Context: an optimization exercise on an open-source flow, tuned for small area, a short achievable clock period and few clock cycles per item. The choices shown serve that exercise and are no tape-out recipe.
The RTL was checked by simulation tests, not by an equivalence proof against the original design.
Power and IR drop assume default switching activity.

==> flow/design.v <==
package tlbpt_pkg;
   localparam int TLB_ENTRIES = 4;
   localparam int PAGE_COUNT  = 16;
   localparam int FRAME_COUNT = 8;
   localparam int PAGE_BYTES  = 256;
   localparam int TLB_W    = $clog2(TLB_ENTRIES);
   localparam int PAGE_W   = $clog2(PAGE_COUNT);
   localparam int FRAME_W  = $clog2(FRAME_COUNT);
   localparam int OFFSET_W = $clog2(PAGE_BYTES);
   localparam int ADDR_W  = 12;
   localparam int PHYS_W  = 11;
   localparam int COUNT_W = 16;
endpackage
import tlbpt_pkg::*;
module tlbpt_ctrl
(
   input  logic              clock,
   input  logic              reset,
   input  logic              start,
   input  logic [ADDR_W-1:0] req_addr,
   output logic              busy,
   output logic              req_valid,
   output logic              state_reset,
   output logic [ADDR_W-1:0] req_addr_ff
);
   always_ff @(posedge clock) begin
      if (reset) begin
         req_valid <= 1'b0;
      end else begin
         req_valid <= start;
      end
      req_addr_ff <= req_addr;
      state_reset <= reset;
   end
   assign busy = 1'b0;
endmodule
import tlbpt_pkg::*;
module tlbpt_datapath
(
   input  logic               clock,
   input  logic               reset,
   input  logic               state_reset,
   input  logic               valid,
   input  logic [ADDR_W-1:0]  addr,
   output logic               rsp_valid,
   output logic [PHYS_W-1:0]  phys_addr,
   output logic               tlb_hit,
   output logic               page_fault,
   output logic               evicted,
   output logic [PAGE_W-1:0]  evicted_page,
   output logic [FRAME_W-1:0] frame_used,
   output logic [TLB_W-1:0]   tlb_slot,
   output logic [COUNT_W-1:0] hit_total,
   output logic [COUNT_W-1:0] fault_total
);
   logic [FRAME_COUNT-1:0]              pos_valid_ff;
   logic [FRAME_COUNT-1:0][PAGE_W-1:0]  pos_page_ff;
   logic [FRAME_COUNT-1:0][FRAME_W-1:0] pos_frame_ff;
   logic [TLB_ENTRIES-1:0][TLB_W-1:0]   pos_slot_ff;
   logic [COUNT_W-1:0]                  hit_count_ff;
   logic [COUNT_W-1:0]                  fault_count_ff;
   logic                rsp_valid_ff;
   logic [OFFSET_W-1:0] offset_ff;
   logic                hit_ff;
   logic                fault_ff;
   logic                ev_ff;
   logic [PAGE_W-1:0]   ev_page_ff;
   logic [PAGE_W-1:0]      page;
   logic [FRAME_COUNT-1:0] match;
   logic                   resident;
   logic                   hit;
   logic                   full;
   logic                   evict;
   logic [FRAME_W-1:0]     used_count;
   logic [FRAME_W-1:0]     match_frame;
   logic [TLB_W-1:0]       match_slot;
   logic [FRAME_W-1:0]     new_frame;
   logic [TLB_W-1:0]       new_slot;
   logic [FRAME_COUNT-1:0] shift;
   assign page = addr[OFFSET_W +: PAGE_W];
   always_comb begin
      for (int k = 0; k < FRAME_COUNT; k++) begin
         match[k] = pos_valid_ff[k] && (pos_page_ff[k] == page);
      end
      resident = |match;
      hit      = |match[TLB_ENTRIES-1:0];
      full     = pos_valid_ff[FRAME_COUNT-1];
      evict    = !resident && full;
      used_count = '0;
      for (int k = 0; k < FRAME_COUNT; k++) begin
         if (pos_valid_ff[k]) used_count = FRAME_W'(k + 1);
      end
      match_frame = '0;
      for (int k = 0; k < FRAME_COUNT; k++) begin
         if (match[k]) match_frame = match_frame | pos_frame_ff[k];
      end
      match_slot = '0;
      for (int k = 0; k < TLB_ENTRIES; k++) begin
         if (match[k]) match_slot = match_slot | pos_slot_ff[k];
      end
      new_frame = resident ? match_frame : (full ? pos_frame_ff[FRAME_COUNT-1] : used_count);
      new_slot  = hit ? match_slot :
                  (pos_valid_ff[TLB_ENTRIES-1] ? pos_slot_ff[TLB_ENTRIES-1] : used_count[TLB_W-1:0]);
      shift[0] = 1'b1;
      for (int k = 1; k < FRAME_COUNT; k++) begin
         shift[k] = shift[k-1] && !match[k-1];
      end
   end
   always_ff @(posedge clock) begin
      rsp_valid_ff <= valid && !reset;
   end
   always_ff @(posedge clock) begin
      if (state_reset) begin
         pos_valid_ff <= '0;
      end else begin
         if (valid) begin
            pos_valid_ff[0] <= 1'b1;
            for (int k = 1; k < FRAME_COUNT; k++) begin
               if (shift[k]) pos_valid_ff[k] <= pos_valid_ff[k-1];
            end
         end
      end
   end
   tlbpt_counter u_hit_count (
      .clock (clock),
      .reset (state_reset),
      .inc   (valid && hit),
      .count (hit_count_ff)
   );
   tlbpt_counter u_fault_count (
      .clock (clock),
      .reset (state_reset),
      .inc   (valid && !resident),
      .count (fault_count_ff)
   );
   always_ff @(posedge clock) begin
      if (valid) begin
         pos_page_ff[0]  <= page;
         pos_frame_ff[0] <= new_frame;
         pos_slot_ff[0]  <= new_slot;
         for (int k = 1; k < FRAME_COUNT; k++) begin
            if (shift[k]) begin
               pos_page_ff[k]  <= pos_page_ff[k-1];
               pos_frame_ff[k] <= pos_frame_ff[k-1];
            end
         end
         for (int k = 1; k < TLB_ENTRIES; k++) begin
            if (shift[k]) pos_slot_ff[k] <= pos_slot_ff[k-1];
         end
      end
   end
   always_ff @(posedge clock) begin
      offset_ff  <= addr[OFFSET_W-1:0];
      hit_ff     <= hit;
      fault_ff   <= !resident;
      ev_ff      <= evict;
      ev_page_ff <= evict ? pos_page_ff[FRAME_COUNT-1] : '0;
   end
   assign rsp_valid    = rsp_valid_ff;
   assign phys_addr    = PHYS_W'({pos_frame_ff[0], offset_ff});
   assign tlb_hit      = hit_ff;
   assign page_fault   = fault_ff;
   assign evicted      = ev_ff;
   assign evicted_page = ev_page_ff;
   assign frame_used   = pos_frame_ff[0];
   assign tlb_slot     = pos_slot_ff[0];
   assign hit_total    = hit_count_ff;
   assign fault_total  = fault_count_ff;
endmodule
module tlbpt_counter
(
   input  logic               clock,
   input  logic               reset,
   input  logic               inc,
   output logic [COUNT_W-1:0] count
);
   always_ff @(posedge clock) begin
      if (reset) begin
         count <= '0;
      end else if (inc && (count != '1)) begin
         count <= count + COUNT_W'(1);
      end
   end
endmodule
import tlbpt_pkg::*;
module tlb_page_table_lru_translate_core
(
   input  logic               clock,
   input  logic               reset,
   input  logic               start,
   output logic               busy,
   input  logic [ADDR_W-1:0]  req_logical_address,
   output logic               rsp_valid,
   output logic [PHYS_W-1:0]  rsp_physical_address,
   output logic               rsp_tlb_hit,
   output logic               rsp_page_fault,
   output logic               rsp_evicted,
   output logic [PAGE_W-1:0]  rsp_evicted_page,
   output logic [FRAME_W-1:0] rsp_frame_used,
   output logic [TLB_W-1:0]   rsp_tlb_slot,
   output logic [COUNT_W-1:0] rsp_hit_total,
   output logic [COUNT_W-1:0] rsp_fault_total
);
   logic              req_valid;
   logic              state_reset;
   logic [ADDR_W-1:0] req_addr_ff;
   tlbpt_ctrl u_ctrl (
      .clock       (clock),
      .reset       (reset),
      .start       (start),
      .req_addr    (req_logical_address),
      .busy        (busy),
      .req_valid   (req_valid),
      .state_reset (state_reset),
      .req_addr_ff (req_addr_ff)
   );
   tlbpt_datapath u_datapath (
      .clock        (clock),
      .reset        (reset),
      .state_reset  (state_reset),
      .valid        (req_valid),
      .addr         (req_addr_ff),
      .rsp_valid    (rsp_valid),
      .phys_addr    (rsp_physical_address),
      .tlb_hit      (rsp_tlb_hit),
      .page_fault   (rsp_page_fault),
      .evicted      (rsp_evicted),
      .evicted_page (rsp_evicted_page),
      .frame_used   (rsp_frame_used),
      .tlb_slot     (rsp_tlb_slot),
      .hit_total    (rsp_hit_total),
      .fault_total  (rsp_fault_total)
   );
endmodule
==> flow/flow/run.sh <==
#!/bin/bash
# Standard layout with: an area-oriented ABC script in synthesis, small port
# buffers, a clock tree of small leaf buffers under one strong root buffer
# and no dummy loads, and timing repair aimed below the design's period.
set -euo pipefail
W="$(pwd)"
export AREA_ABC_SCRIPT="$W/flow/area.abc"
export FLOW_SYNTH_TCL="$W/synth_recipe.tcl"
export BUFFER_PORTS_ARGS="-buffer_cell sky130_fd_sc_hd__buf_2"
export CTS_ARGS="-repair_clock_nets -dont_use_dummy_load -buf_list sky130_fd_sc_hd__clkbuf_4 -root_buf sky130_fd_sc_hd__clkbuf_16"
export SETUP_SLACK_MARGIN=5.8
bash standard.sh SYNTH_SCRIPT="$W/flow/area_synth.tcl" synth > synth.log 2>&1
bash standard.sh > standard.log 2>&1
==> flow/flow/area.abc <==
strash
dch
map -a
topo
==> flow/flow/area_synth.tcl <==
# synth_recipe.tcl (the standard synthesis) with an area-oriented ABC mapping
# script in place of ORFS's: only the combinational mapping changes, the
# registers are the standard synthesis's.
proc abc {args} {
  set i [lsearch -exact $args -script]
  if {$i >= 0} {
    lset args [expr {$i + 1}] $::env(AREA_ABC_SCRIPT)
  }
  yosys abc {*}$args
}
source $::env(FLOW_SYNTH_TCL)
==> flow/standard.sh <==
#!/bin/bash
# synth_recipe.tcl (not shown) runs the flow's synth.tcl, then flattens the netlist and writes it again
# the make line also repeats each setting of config.mk as NAME=value (left out here)
make -C /OpenROAD-flow-scripts/flow DESIGN_CONFIG=/design/flow/config.mk WORK_HOME=/design/flow/orfs CLKGATE_MAP_FILE= SYNTH_SCRIPT=/design/flow/synth_recipe.tcl "${@:-finish}"
==> flow/config.mk <==
export PLATFORM = sky130hd
export DESIGN_NAME = tlb_page_table_lru_translate_core
export DESIGN_NICKNAME = tlb_page_table_lru_translate_core
export VERILOG_FILES = /design/flow/design.v
export SDC_FILE = /design/flow/constraint.sdc
export NUM_CORES = 4
export LEC_CHECK = 0
export CAP_MARGIN = 20
export CORE_MARGIN = 2
export CORE_UTILIZATION = 60
export CTS_BUF_LIST = sky130_fd_sc_hd__clkbuf_4 sky130_fd_sc_hd__clkbuf_8
export CTS_CLUSTER_DIAMETER = 60
export CTS_CLUSTER_SIZE = 30
export SLEW_MARGIN = 20
==> flow/constraint.sdc <==
create_clock -name core_clock -period 8.5 [get_ports {clock}]
set_input_delay 1.7000 -clock core_clock [delete_from_list [all_inputs] [get_ports {clock}]]
set_output_delay 1.7000 -clock core_clock [all_outputs]
set_load 0.01 [all_outputs]
==> summary.txt <==
## cells in the final DEF, fill, tap and decap left out, types with 7 or more instances in the layout
cell      instances
a21oi_1          44
a22oi_1          15
buf_2            70
buf_4             9
clkbuf_4         16
clkinv_1         68
dfxtp_1          65
edfxtp_1         64
nand2_1          25
nand3_1          12
nand4_1           7
nor2_1           54
nor3_1           25
nor4_1            7
o21ai_0          23
o22ai_1           8
xor2_1            8
## cell families after synthesis
kind of cell	count (synthesis)	synth area share, %
simple gates	144	12.3
flops	134	65.1
compound gates	113	13.2
buf+inv	85	6.91
xor+xnor	11	1.89
fa+ha+maj	2	0.490
other cells	1	0.0735
## state kept, by name, summed over array words and instances, names as in the netlist
| name | flops |
|---|---|
| u_ctrl.state_reset | 1 |
| u_datapath.pos_valid_ff | 8 |
| u_datapath.offset_ff | 8 |
| u_datapath.ev_ff | 1 |
| u_datapath.ev_page_ff | 4 |
| u_datapath.pos_slot_ff | 8 |
| u_datapath.u_fault_count.count | 16 |
| u_datapath.pos_page_ff | 32 |
| u_datapath.hit_ff | 1 |
| u_ctrl.req_valid | 1 |
| u_ctrl.req_addr_ff | 12 |
| u_datapath.u_hit_count.count | 16 |
| u_datapath.rsp_valid_ff | 1 |
| u_datapath.pos_frame_ff | 24 |
| u_datapath.fault_ff | 1 |
## through the flow
| stage | instances | power [uW] | worst slack, ns | hold slack (ns) |
|---|---|---|---|---|
| floorplan | 490 | 788 | 5.71 | 0.310 |
| global placement | 657 | 817 | 4.94 | 0.309 |
| detailed placement | 657 | 818 | 4.90 | 0.316 |
| CTS | 679 | 1110 | 5.78 | 0.330 |
| global route | 682 | 1150 | 5.70 | 0.328 |
| finish | 682 | 1100 | 5.82 | 0.336 |
## routing by layer
| layer | vias to the layer above | routed length (um) | part of all wire, % | track usage [%] |
|---|---|---|---|---|
| met2 | 139 | 5380 | 49 | 40.0 |
| li1 | 1901 | - | - | - |
| met3 | 12 | 627 | 5.7 | 6.89 |
| met1 | 1846 | 4810 | 44 | 33.0 |
| met4 | 0 | 97 | 0.89 | 8.57 |
| met5 | - | 0 | 0 | 0 |
## repair_timing
action / CTS / global route
setup endpoints to repair: 79 / 62
buffers inserted: 5 / 3
cloned: 0 / 0
pin swaps: 4 / 0
gates resized for setup: 26 / 9
## area by class of cell
| cell class | count | area [um2] |
|---|---|---|
| Sequential cell | 134 | 3330 |
| Fill cell | 629 | 2340 |
| Timing Repair Buffer | 79 | 418 |
| Multi-Input combinational cell | 271 | 1540 |
| Tap cell | 105 | 131 |
| Inverter | 76 | 308 |
| Clock buffer | 17 | 145 |
## where the power goes
group / internal [uW] / leakage, uW / switching [uW]
sequential: 707 / 0.00118 / 21.4
combinational: 30.9 / 0.000870 / 53.4
clock: 109 / 0.0000859 / 182
## final timing paths
kind,slack (ns),cells after the start,startpoint,endpoint
max,5.82,1,u_datapath.pos_frame_ff[0]$_DFFE_PP_,rsp_frame_used[0]
min,0.34,0,u_ctrl.req_addr_ff[4]$_DFF_P_,u_datapath.offset_ff[4]$_DFF_P_
max reg2reg,5.93,14,u_ctrl.req_addr_ff[8]$_DFF_P_,u_datapath.u_fault_count.count[15]$_SDFFE_PP0P_
min reg2reg,0.34,0,u_ctrl.req_addr_ff[4]$_DFF_P_,u_datapath.offset_ff[4]$_DFF_P_
==> summary.txt <==
- Final Hold Fails: 0
- First-pass GRT wire length: 17.2 mm
- Routed WL: 10.9 mm
- Worst Tran Pin Value: 0.521 ns
- Detail Route Antenna Nets: 0
- # IOs: 72
- Clock Root Buffer: clkbuf_16
- Fin util: 71.5%
- RSZ-0062 raised after global routing: yes
- Required @ worst endpoint: 6.80 ns
- Critical path's top delay family: flip-flops
- H-tree depth: 4
- Yosys warnings: 3
- Starting Density: 62.1%
- Crit-path max cell delay: 0.45 ns
- Fin area: 5870 um2
- Die width: 96.2 um
- Skew-Pair Late Insertion Delay: 0.37 ns
- Post-synth top area cell: edfxtp_1
- # hold bufs at CTS: 0
- Post-synthesis cell count: 490
- Residual DRC: 0
- Overflow after GRT: 0
- # rows: 33
- Antenna diode count: 0
- Final period utilization: 31.5%
- DR vias: 3898
- Initial antenna violation count: 0
- Iter 0 DRT Violations: 280
- Synthesized area per cell: 10.4 um2
- Max capacitance violation total: 0
- FMAX: 373 MHz
- Synth Net Count: 507
- Core footprint: 8220 um2
- Area grow syn2layout: 15.1%
- Maximum vdd drop: 0.0974 mV
- Area after DPL: 5560 um2
- Worst Hold Class: reg -> reg
- Setup TNS: 0 ns
- Commonest cells in the netlist: clkinv_1 (76), dfxtp_1 (70), edfxtp_1 (64), nor2_1 (62), a21oi_1 (44)
- Fin crit period: 2.68 ns
- Top cells by area, synth: edfxtp_1 (38%), dfxtp_1 (27%), clkinv_1 (5.6%), nor2_1 (4.6%), a21oi_1 (4.3%)
- Vias in the first global route: 3574
- Clock sinks: 134
- TritonCTS clock tree: yes
- Number of buffers and inverters on the critical path: 1
- Sequential area share after synthesis: 65.1%
- CTS Buf Count: 17
- Arr. time, crit path: 0.98 ns
- Cell Chain, Critical Path: buf_2
- Share of the synthesized area in the top cell type: 37.7%
- Max-slew violations: 0
- I/O Buffers: 70
- HPWL Detailed: 7.68 mm
- Clock Skews: 0.0418 ns
- DIE AREA: 9260 um2
- Post-synth ARST share: 0%
- Vias/cell: 5.72
- Gp weighted congestion: 0.850
- Total GRT Usage: 25.0%
- Worst Setup Path Type: reg -> out
- Largest net degree at the start of global routing: 24
- Most frequent cell after synthesis: clkinv_1
- Crit-path max FO: 3
- Worst setup SP type: flop
- Mapped Area: 5100 um2
- Final nets: 596
- Deepest clock path buffer count: 2
- Post-synth EDFFs: 64
- Synthesized flop and latch total: 134
- Netlist cell types: 27
- Worst relative slew slack: 64.9%
- Setup-failing EPs final: 0
- Worst-path clk slew: 0.12 ns
- Leakage: 0.00213 uW
- Layout cells sized above 1: 21.5%
- Critical-path top delay cell: edfxtp_1
- Most used DFF post-synth: dfxtp_1
- Cell Pwr Density: 188 nW/um2
- First-pass DRT Iterations: 5
- Post-DR wirelength/cell: 16.0 um
- CP Capture Type: primary output
- Die H: 96.2 um
- Outcome: no timing/DRC/antenna violations
Testbench counts, summed over its fixed seeds: cycles 16,016, items 16,000.

static timing again, ports no longer ideal:
How much do the figures lean on ideal ports? The routed layout below was timed once more, with nothing changed but the port constraints. Step 1: set_driving_cell puts a clkbuf_16 on clock and a buf_2 on each other input, an assumption about the parent block. Step 2, shift: input delay + t, output delay - t, t = (earliest + latest rising clock arrival at the registers) / 2. This alone moves slack from input paths to output paths. a / b / c = ideal ports / drivers / drivers and shift; a / b = the first two.
t, ns: 0.384
setup WS [ns]: 5.820 / 5.780 / 5.935
worst setup path at the end: register to register
worst slew at a driven data input, ns: 0.04
pins driven straight from the clock port: 1
After both steps setup and hold are still met in this run. The setup slack of this run moves by -0.040 ns with the drivers and by +0.115 ns with both steps.
